What follows belongs to an exercise in optimizing a design on an open flow for small area, a short achievable clock period and few clock cycles per item; a production flow would make more cautious choices.
Only simulation tests tie the RTL to the original design; equivalence was not proved.

<file path="design/flow/config.mk">
export PLATFORM = sky130hd
export DESIGN_NAME = fp_mult_pipe
export DESIGN_NICKNAME = fp_mult_pipe
export VERILOG_FILES = /design/flow/design.v
export SDC_FILE = /design/flow/constraint.sdc
export NUM_CORES = 4
export LEC_CHECK = 0
export CAP_MARGIN = 20
export CORE_MARGIN = 2
export CORE_UTILIZATION = 40
export SLEW_MARGIN = 20
</file>
<file path="design/flow/constraint.sdc">
create_clock -name core_clock -period 12.0 [get_ports {clk}]
set_input_delay 2.4000 -clock core_clock [delete_from_list [all_inputs] [get_ports {clk}]]
set_output_delay 2.4000 -clock core_clock [all_outputs]
set_load 0.01 [all_outputs]
</file>
<file path="design/flow/design.v">
module fp_mult_pipe #(
    parameter int EXP_W = 8,
    parameter int MAN_W = 23
) (
    input  logic                   clk,
    input  logic                   rst_n,
    input  logic                   in_valid,
    output logic                   in_ready,
    input  logic [EXP_W+MAN_W:0]   a,
    input  logic [EXP_W+MAN_W:0]   b,
    output logic                   out_valid,
    input  logic                   out_ready,
    output logic [EXP_W+MAN_W:0]   product,
    output logic [4:0]             flags
);
    localparam int W   = 1 + EXP_W + MAN_W;
    localparam int EW2 = EXP_W + 2;
    localparam int PW  = 2 * MAN_W + 2;
    localparam logic signed [EXP_W+1:0] BIAS_C  = EW2'((1 << (EXP_W - 1)) - 1);
    localparam logic signed [EXP_W+1:0] EMAX_C  = EW2'((1 << EXP_W) - 1);
    localparam logic signed [EXP_W+1:0] EZERO_C = {EW2{1'b0}};
    localparam logic [W-1:0] QNAN_C = {1'b0, {EXP_W{1'b1}}, 1'b1, {(MAN_W-1){1'b0}}};
    localparam logic [4:0] F_NONE_C  = 5'b00000;
    localparam logic [4:0] F_SPEC_C  = 5'b00001;
    localparam logic [4:0] F_INV_C   = 5'b10001;
    localparam logic [4:0] F_OVF_C   = 5'b01010;
    localparam logic [4:0] F_UNF_C   = 5'b00110;
    logic                    stall_s;
    logic                    adv_s;
    logic                    sa_s;
    logic                    sb_s;
    logic [EXP_W-1:0]        ea_s;
    logic [EXP_W-1:0]        eb_s;
    logic [MAN_W-1:0]        ma_s;
    logic [MAN_W-1:0]        mb_s;
    logic                    a_zero_s;
    logic                    b_zero_s;
    logic                    a_inf_s;
    logic                    b_inf_s;
    logic                    a_nan_s;
    logic                    b_nan_s;
    logic                    sign_s;
    logic signed [EXP_W+1:0] exp_sum_s;
    logic                    spec_s;
    logic [W-1:0]            spec_word_s;
    logic [4:0]              spec_flags_s;
    logic                    v1_r;
    logic                    sign1_r;
    logic signed [EXP_W+1:0] exp1_r;
    logic [MAN_W-1:0]        ma1_r;
    logic [MAN_W-1:0]        mb1_r;
    logic                    spec1_r;
    logic [W-1:0]            spec_word1_r;
    logic [4:0]              spec_flags1_r;
    logic [PW-1:0]           prod_s;
    logic                    v2_r;
    logic                    sign2_r;
    logic signed [EXP_W+1:0] exp2_r;
    logic [PW-1:0]           prod2_r;
    logic                    spec2_r;
    logic [W-1:0]            spec_word2_r;
    logic [4:0]              spec_flags2_r;
    logic [PW-2:0]           norm_s;
    logic                    lost_s;
    logic signed [EXP_W+1:0] exp_n_s;
    logic [MAN_W:0]          mant_s;
    logic                    guard_s;
    logic                    round_s;
    logic                    sticky_s;
    logic                    round_up_s;
    logic [MAN_W+1:0]        rounded_s;
    logic                    carry_s;
    logic [MAN_W-1:0]        man_out_s;
    logic signed [EXP_W+1:0] exp_f_s;
    logic                    inexact_s;
    logic [W-1:0]            word_s;
    logic [4:0]              flags_s;
    logic                    v3_r;
    logic [W-1:0]            product_r;
    logic [4:0]              flags_r;
    assign stall_s   = v3_r & ~out_ready;
    assign adv_s     = ~stall_s;
    assign in_ready  = ~stall_s;
    assign out_valid = v3_r;
    assign product   = product_r;
    assign flags     = flags_r;
    assign sa_s      = a[W-1];
    assign sb_s      = b[W-1];
    assign ea_s      = a[W-2:MAN_W];
    assign eb_s      = b[W-2:MAN_W];
    assign ma_s      = a[MAN_W-1:0];
    assign mb_s      = b[MAN_W-1:0];
    assign a_zero_s  = (ea_s == {EXP_W{1'b0}});
    assign b_zero_s  = (eb_s == {EXP_W{1'b0}});
    assign a_inf_s   = (ea_s == {EXP_W{1'b1}}) && (ma_s == {MAN_W{1'b0}});
    assign b_inf_s   = (eb_s == {EXP_W{1'b1}}) && (mb_s == {MAN_W{1'b0}});
    assign a_nan_s   = (ea_s == {EXP_W{1'b1}}) && (ma_s != {MAN_W{1'b0}});
    assign b_nan_s   = (eb_s == {EXP_W{1'b1}}) && (mb_s != {MAN_W{1'b0}});
    assign sign_s    = sa_s ^ sb_s;
    assign exp_sum_s = $signed({2'b00, ea_s}) + $signed({2'b00, eb_s}) - BIAS_C;
    always_comb begin
        spec_s       = 1'b0;
        spec_word_s  = {W{1'b0}};
        spec_flags_s = F_NONE_C;
        if (a_nan_s || b_nan_s) begin
            spec_s       = 1'b1;
            spec_word_s  = QNAN_C;
            spec_flags_s = F_SPEC_C;
        end else if ((a_inf_s && b_zero_s) || (b_inf_s && a_zero_s)) begin
            spec_s       = 1'b1;
            spec_word_s  = QNAN_C;
            spec_flags_s = F_INV_C;
        end else if (a_inf_s || b_inf_s) begin
            spec_s       = 1'b1;
            spec_word_s  = {sign_s, {EXP_W{1'b1}}, {MAN_W{1'b0}}};
            spec_flags_s = F_SPEC_C;
        end else if (a_zero_s || b_zero_s) begin
            spec_s       = 1'b1;
            spec_word_s  = {sign_s, {(W-1){1'b0}}};
            spec_flags_s = F_NONE_C;
        end else begin
            spec_s       = 1'b0;
            spec_word_s  = {W{1'b0}};
            spec_flags_s = F_NONE_C;
        end
    end
    always_ff @(posedge clk or negedge rst_n) begin
        if (!rst_n) begin
            v1_r          <= 1'b0;
            sign1_r       <= 1'b0;
            exp1_r        <= {EW2{1'b0}};
            ma1_r         <= {MAN_W{1'b0}};
            mb1_r         <= {MAN_W{1'b0}};
            spec1_r       <= 1'b0;
            spec_word1_r  <= {W{1'b0}};
            spec_flags1_r <= 5'b00000;
        end else if (adv_s) begin
            v1_r <= in_valid;
            if (in_valid) begin
                sign1_r       <= sign_s;
                exp1_r        <= exp_sum_s;
                ma1_r         <= ma_s;
                mb1_r         <= mb_s;
                spec1_r       <= spec_s;
                spec_word1_r  <= spec_word_s;
                spec_flags1_r <= spec_flags_s;
            end
        end
    end
    assign prod_s = PW'({1'b1, ma1_r}) * PW'({1'b1, mb1_r});
    always_ff @(posedge clk or negedge rst_n) begin
        if (!rst_n) begin
            v2_r          <= 1'b0;
            sign2_r       <= 1'b0;
            exp2_r        <= {EW2{1'b0}};
            prod2_r       <= {PW{1'b0}};
            spec2_r       <= 1'b0;
            spec_word2_r  <= {W{1'b0}};
            spec_flags2_r <= 5'b00000;
        end else if (adv_s) begin
            v2_r <= v1_r;
            if (v1_r) begin
                sign2_r       <= sign1_r;
                exp2_r        <= exp1_r;
                prod2_r       <= prod_s;
                spec2_r       <= spec1_r;
                spec_word2_r  <= spec_word1_r;
                spec_flags2_r <= spec_flags1_r;
            end
        end
    end
    assign norm_s     = prod2_r[PW-1] ? prod2_r[PW-1:1] : prod2_r[PW-2:0];
    assign lost_s     = prod2_r[PW-1] & prod2_r[0];
    assign exp_n_s    = exp2_r + {{(EXP_W+1){1'b0}}, prod2_r[PW-1]};
    assign mant_s     = norm_s[2*MAN_W:MAN_W];
    assign guard_s    = norm_s[MAN_W-1];
    assign round_s    = norm_s[MAN_W-2];
    assign sticky_s   = (|norm_s[MAN_W-3:0]) | lost_s;
    assign round_up_s = guard_s & (round_s | sticky_s | mant_s[0]);
    assign rounded_s  = {1'b0, mant_s} + {{(MAN_W+1){1'b0}}, round_up_s};
    assign carry_s    = rounded_s[MAN_W+1];
    assign man_out_s  = carry_s ? rounded_s[MAN_W:1] : rounded_s[MAN_W-1:0];
    assign exp_f_s    = exp_n_s + {{(EXP_W+1){1'b0}}, carry_s};
    assign inexact_s  = guard_s | round_s | sticky_s;
    always_comb begin
        word_s  = {W{1'b0}};
        flags_s = F_NONE_C;
        if (spec2_r) begin
            word_s  = spec_word2_r;
            flags_s = spec_flags2_r;
        end else if (exp_f_s >= EMAX_C) begin
            word_s  = {sign2_r, {EXP_W{1'b1}}, {MAN_W{1'b0}}};
            flags_s = F_OVF_C;
        end else if (exp_f_s <= EZERO_C) begin
            word_s  = {sign2_r, {(W-1){1'b0}}};
            flags_s = F_UNF_C;
        end else begin
            word_s  = {sign2_r, exp_f_s[EXP_W-1:0], man_out_s};
            flags_s = {3'b000, inexact_s, 1'b0};
        end
    end
    always_ff @(posedge clk or negedge rst_n) begin
        if (!rst_n) begin
            v3_r      <= 1'b0;
            product_r <= {W{1'b0}};
            flags_r   <= 5'b00000;
        end else if (adv_s) begin
            v3_r <= v2_r;
            if (v2_r) begin
                product_r <= word_s;
                flags_r   <= flags_s;
            end
        end
    end
endmodule
</file>
<file path="design/flow/run.sh">
#!/bin/bash
# synth_recipe.tcl (not shown) runs the flow's synth.tcl, then flattens the netlist and writes it again
# the make line also repeats each setting of config.mk as NAME=value (left out here)
make -C /OpenROAD-flow-scripts/flow DESIGN_CONFIG=/design/flow/config.mk WORK_HOME=/design/flow/orfs CLKGATE_MAP_FILE= SYNTH_SCRIPT=/design/flow/synth_recipe.tcl finish
</file>
==> impl_summary.log <==
[metrics] result of the run: finished clean
[metrics] Clock transition at path regs: 80 ps
[metrics] via count: 20000
[metrics] synth top area cells: sky130_fd_sc_hd__fa_1 (36%), sky130_fd_sc_hd__dfrtp_1 (16%), sky130_fd_sc_hd__ha_1 (8.9%)
[metrics] number of enable flip-flop cells after synthesis: 0
[metrics] async set-reset flop share out of synthesis: 100%
[metrics] most common cell after layout, fill and taps aside: sky130_fd_sc_hd__inv_1
[metrics] via/cell ratio: 5.11
[metrics] remaining number of nets flagged by the antenna check after routing: 0
[metrics] All-Layer GR Usage: 21.8%
[metrics] CTS hold repair buffers: 0
[metrics] top-level I/O count: 107
[metrics] crit path launch type: flop
[metrics] TritonCTS Buffers: 17
[metrics] # diodes: 0
[metrics] arrival time of data at the critical path endpoint: 8100 ps
[metrics] worst-path maximum fanout: 17
[metrics] max frequency: 0.129 GHz
[metrics] count of synthesis-stage warnings from yosys: 1
[metrics] pin count of the biggest net entering global routing: 109
[metrics] Bufs on Longest Clock Path: 2
[metrics] number of detailed-routing iterations run before antenna repair: 5
[metrics] Fin Hold WS: 472 ps
[metrics] required time at the endpoint of the critical path: 12340 ps
[metrics] Critical Setup Path Class: reg -> reg
[metrics] Syn-to-layout area delta: 9.37%
[metrics] Clock Skews: 16.6 ps
[metrics] gp weighted congestion: 0.908
[metrics] slew of the pin with the lowest slew margin: 1110 ps
[metrics] H-tree depth reported by CTS: 4
[metrics] count of different cell masters after synthesis: 77
[metrics] total DRC errors in the routed layout: 0
[metrics] register area share after synthesis: 15.5%
[metrics] setup repair after global routing missed its margin: no
[metrics] period utilisation layout: 64.7%
[metrics] highest signal layer in the routed design: met4
[metrics] gate count of the mapped netlist: 3008
[metrics] wire length on met1: 31300 um
[metrics] aggregate global routing overflow: 0
[metrics] clock root buffer: sky130_fd_sc_hd__clkbuf_16
[metrics] Final Hold Violating Endpoints: 0
[metrics] row count: 94
[metrics] final design area excluding fillers: 29300 um2
[metrics] via count of the first global-routing pass: 21000
[metrics] number of I/O port buffers: 106
[metrics] post-layout worst setup margin: 4240 ps
[metrics] post-CTS repair timing setup buffer count: 0
[metrics] PostCTS Resize Cnt: 0
[metrics] Routed WL: 72700 um
[metrics] starting utilization of the core area: 40.6%
[metrics] Synth Cell Area: 26800 um2
[metrics] MaxCap Viol Count: 0
[metrics] accumulated negative setup slack: 0 ps
[metrics] Die ar.: 69000 um2
[metrics] Slew HR: 25.9%
[metrics] worst setup slack after placement: 4300 ps
[metrics] Synth top area share: 36.2%
[metrics] worst min-delay path class: reg -> reg
[metrics] x dimension of the die: 263 um
[metrics] insertion delay to the later sink of the worst-skew pair: 470 ps
[metrics] dominant cell type by area after synthesis: sky130_fd_sc_hd__fa_1
[metrics] clock tree from TritonCTS: yes
[metrics] count of clock tree sinks: 166
[metrics] vertical extent of the die: 263 um
[metrics] routed length per instance: 18.6 um
[metrics] first-iteration detailed-routing DRC count: 1182
[metrics] wire length of the first global-routing pass: 117000 um
[metrics] Synth Area per Inst: 8.89 um2
[metrics] flip-flop and latch count after synthesis: 166
[metrics] post-place instance area: 28700 um2
[metrics] final-report setup violation count: 0
[metrics] Slew Viols, Final: 0
[metrics] commonest non-fill, non-tap cells in the layout: sky130_fd_sc_hd__inv_1 (589), sky130_fd_sc_hd__nand2_1 (566), sky130_fd_sc_hd__fa_1 (484)
[metrics] most common flop cell mapped by yosys: sky130_fd_sc_hd__dfrtp_1
[metrics] Final Critical Period: 7760 ps
[metrics] Worst Setup End Kind: flop
[metrics] detailed placement HPWL: 56800 um
[metrics] Floorplan Core Area: 66000 um2
[metrics] initial antenna violation count: 0
[metrics] net count after synthesis: 3750
[metrics] met2 layer wire length in the routed design: 35200 um
[metrics] nets: 3774
[metrics] length of routed met3 wiring: 4740 um
[metrics] layout cell share with drive strength beyond 1: 3.71%
## worst paths after layout
check | from | end | slack [ps] | depth (start not counted)
max | mb1_r[0] | prod2_r[44] | 4240 | 24
min | exp1_r[0] | exp2_r[0] | 470 | 2
max reg2reg | mb1_r[0] | prod2_r[44] | 4240 | 24
min reg2reg | exp1_r[0] | exp2_r[0] | 470 | 2
max in group asynchronous | rst_n | ma1_r[11] | 8820 | 2
min in group asynchronous | rst_n | product_r[9] | 1820 | 1
## through the flow
stage / std cells / util, %
4_1_cts: 3909 / 44.3
5_1_grt: 3909 / 44.4
2_1_floorplan: 3008 / -
3_3_place_gp: 3877 / 43.4
3_5_place_dp: 3877 / 43.4
6_report: 3909 / 44.4
## cells in the mapped netlist (3+ instances only)
master	count
sky130_fd_sc_hd__a211oi_1	6
sky130_fd_sc_hd__a21boi_0	3
sky130_fd_sc_hd__a21o_1	34
sky130_fd_sc_hd__a21oi_1	62
sky130_fd_sc_hd__a221oi_1	4
sky130_fd_sc_hd__a221oi_2	3
sky130_fd_sc_hd__a22o_1	14
sky130_fd_sc_hd__a31oi_1	5
sky130_fd_sc_hd__and2_1	255
sky130_fd_sc_hd__and3_1	12
sky130_fd_sc_hd__buf_1	4
sky130_fd_sc_hd__buf_2	6
sky130_fd_sc_hd__clkbuf_1	127
sky130_fd_sc_hd__clkinv_1	3
sky130_fd_sc_hd__dfrtp_1	166
sky130_fd_sc_hd__fa_1	484
sky130_fd_sc_hd__ha_1	190
sky130_fd_sc_hd__inv_1	589
sky130_fd_sc_hd__mux2_2	3
sky130_fd_sc_hd__mux2i_1	12
sky130_fd_sc_hd__nand2_1	568
sky130_fd_sc_hd__nand2b_1	11
sky130_fd_sc_hd__nand3_1	31
sky130_fd_sc_hd__nand4_1	20
sky130_fd_sc_hd__nor2_1	71
sky130_fd_sc_hd__nor2b_1	10
sky130_fd_sc_hd__nor3_1	11
sky130_fd_sc_hd__nor3b_1	7
sky130_fd_sc_hd__nor4_1	18
sky130_fd_sc_hd__o21a_1	4
sky130_fd_sc_hd__o21ai_0	97
sky130_fd_sc_hd__o21ai_1	15
sky130_fd_sc_hd__o21ai_2	5
sky130_fd_sc_hd__o21bai_1	6
sky130_fd_sc_hd__o31a_1	3
sky130_fd_sc_hd__o31ai_1	10
sky130_fd_sc_hd__or3_1	4
sky130_fd_sc_hd__or4_1	4
sky130_fd_sc_hd__xnor2_1	45
sky130_fd_sc_hd__xor2_1	40
## cells by family (layout without fill, tap and decap cells)
logic type / after synthesis / after routing / synth area share (%)
adder cells (fa/ha/maj): 674 / 674 / 45.1
flip-flops: 166 / 166 / 15.5
buffers and inverters: 732 / 769 / 10.4
AO/OA/AOI/OAI: 295 / 295 / 7.19
multiplexers: 16 / 16 / 0.627
XOR/XNOR: 85 / 85 / 2.78
AND/OR/NAND/NOR: 1040 / 1040 / 18.4
## layer usage
metal	track usage, %	vias to the layer above
li1	-	9161
met1	28.9	10200
met2	36.4	526
met3	4.56	83
met4	5.34	0
met5	0	-
## flip-flops by register name, indices dropped and copies added, names as in the netlist
name	cells
product_r	32
sign2_r	1
spec_word1_r	3
flags_r	5
sign1_r	1
v3_r	1
v2_r	1
mb1_r	23
spec1_r	1
spec2_r	1
exp1_r	10
exp2_r	10
spec_flags2_r	1
ma1_r	23
spec_flags1_r	1
prod2_r	48
spec_word2_r	3
v1_r	1
## worst max-delay path: stages (launching register included)
cell	delay, ps
sky130_fd_sc_hd__dfrtp_1	670
sky130_fd_sc_hd__clkinv_1	570
sky130_fd_sc_hd__fa_1	680
sky130_fd_sc_hd__inv_1	60
sky130_fd_sc_hd__fa_1	540
sky130_fd_sc_hd__inv_1	60
sky130_fd_sc_hd__fa_1	510
sky130_fd_sc_hd__fa_1	520
sky130_fd_sc_hd__inv_1	50
sky130_fd_sc_hd__fa_1	510
sky130_fd_sc_hd__fa_1	490
sky130_fd_sc_hd__inv_1	50
sky130_fd_sc_hd__fa_1	520
sky130_fd_sc_hd__inv_1	50
sky130_fd_sc_hd__ha_1	370
sky130_fd_sc_hd__a21o_1	190
sky130_fd_sc_hd__a21oi_1	140
sky130_fd_sc_hd__nor2_1	50
sky130_fd_sc_hd__nor2_1	170
sky130_fd_sc_hd__inv_1	90
sky130_fd_sc_hd__a311oi_2	420
sky130_fd_sc_hd__o21ai_2	200
sky130_fd_sc_hd__o311ai_0	440
sky130_fd_sc_hd__a2111o_1	220
sky130_fd_sc_hd__nand3_1	60
## final cells by class
cell class / count / area [um2]
Clock buffer: 17 / 425
Tap cell: 864 / 1080
Sequential cell: 166 / 4160
Multi-Input combinational cell: 2110 / 19800
Fill cell: 6464 / 36700
Inverter: 592 / 2220
Timing Repair Buffer: 145 / 1360
Clock inverter: 15 / 173
Testbench counts, summed over its fixed seeds: cycles 24,008, items 8,000.

port drivers added, routing unchanged:
How much do the figures lean on ideal ports? The routed layout below was timed once more, with nothing changed but the port constraints. Step 1, drivers: a clkbuf_16 drives clk and a buf_2 each remaining input, both assumed. Step 2 times the ports against the registers' clock, not the clock port: input delays grow and output delays shrink by t, the midpoint of the rising clock arrivals with the driver on. Three values: no drivers, after step 1, after step 2; two values: the first two.
t (ns): 0.514
setup slack, ns: 4.238 / 4.238 / 4.238
pins driven straight from the clock port: 1
After both steps setup and hold are still met in this run. The setup slack of this run moves by 0.000 ns with the drivers and by 0.000 ns with both steps.
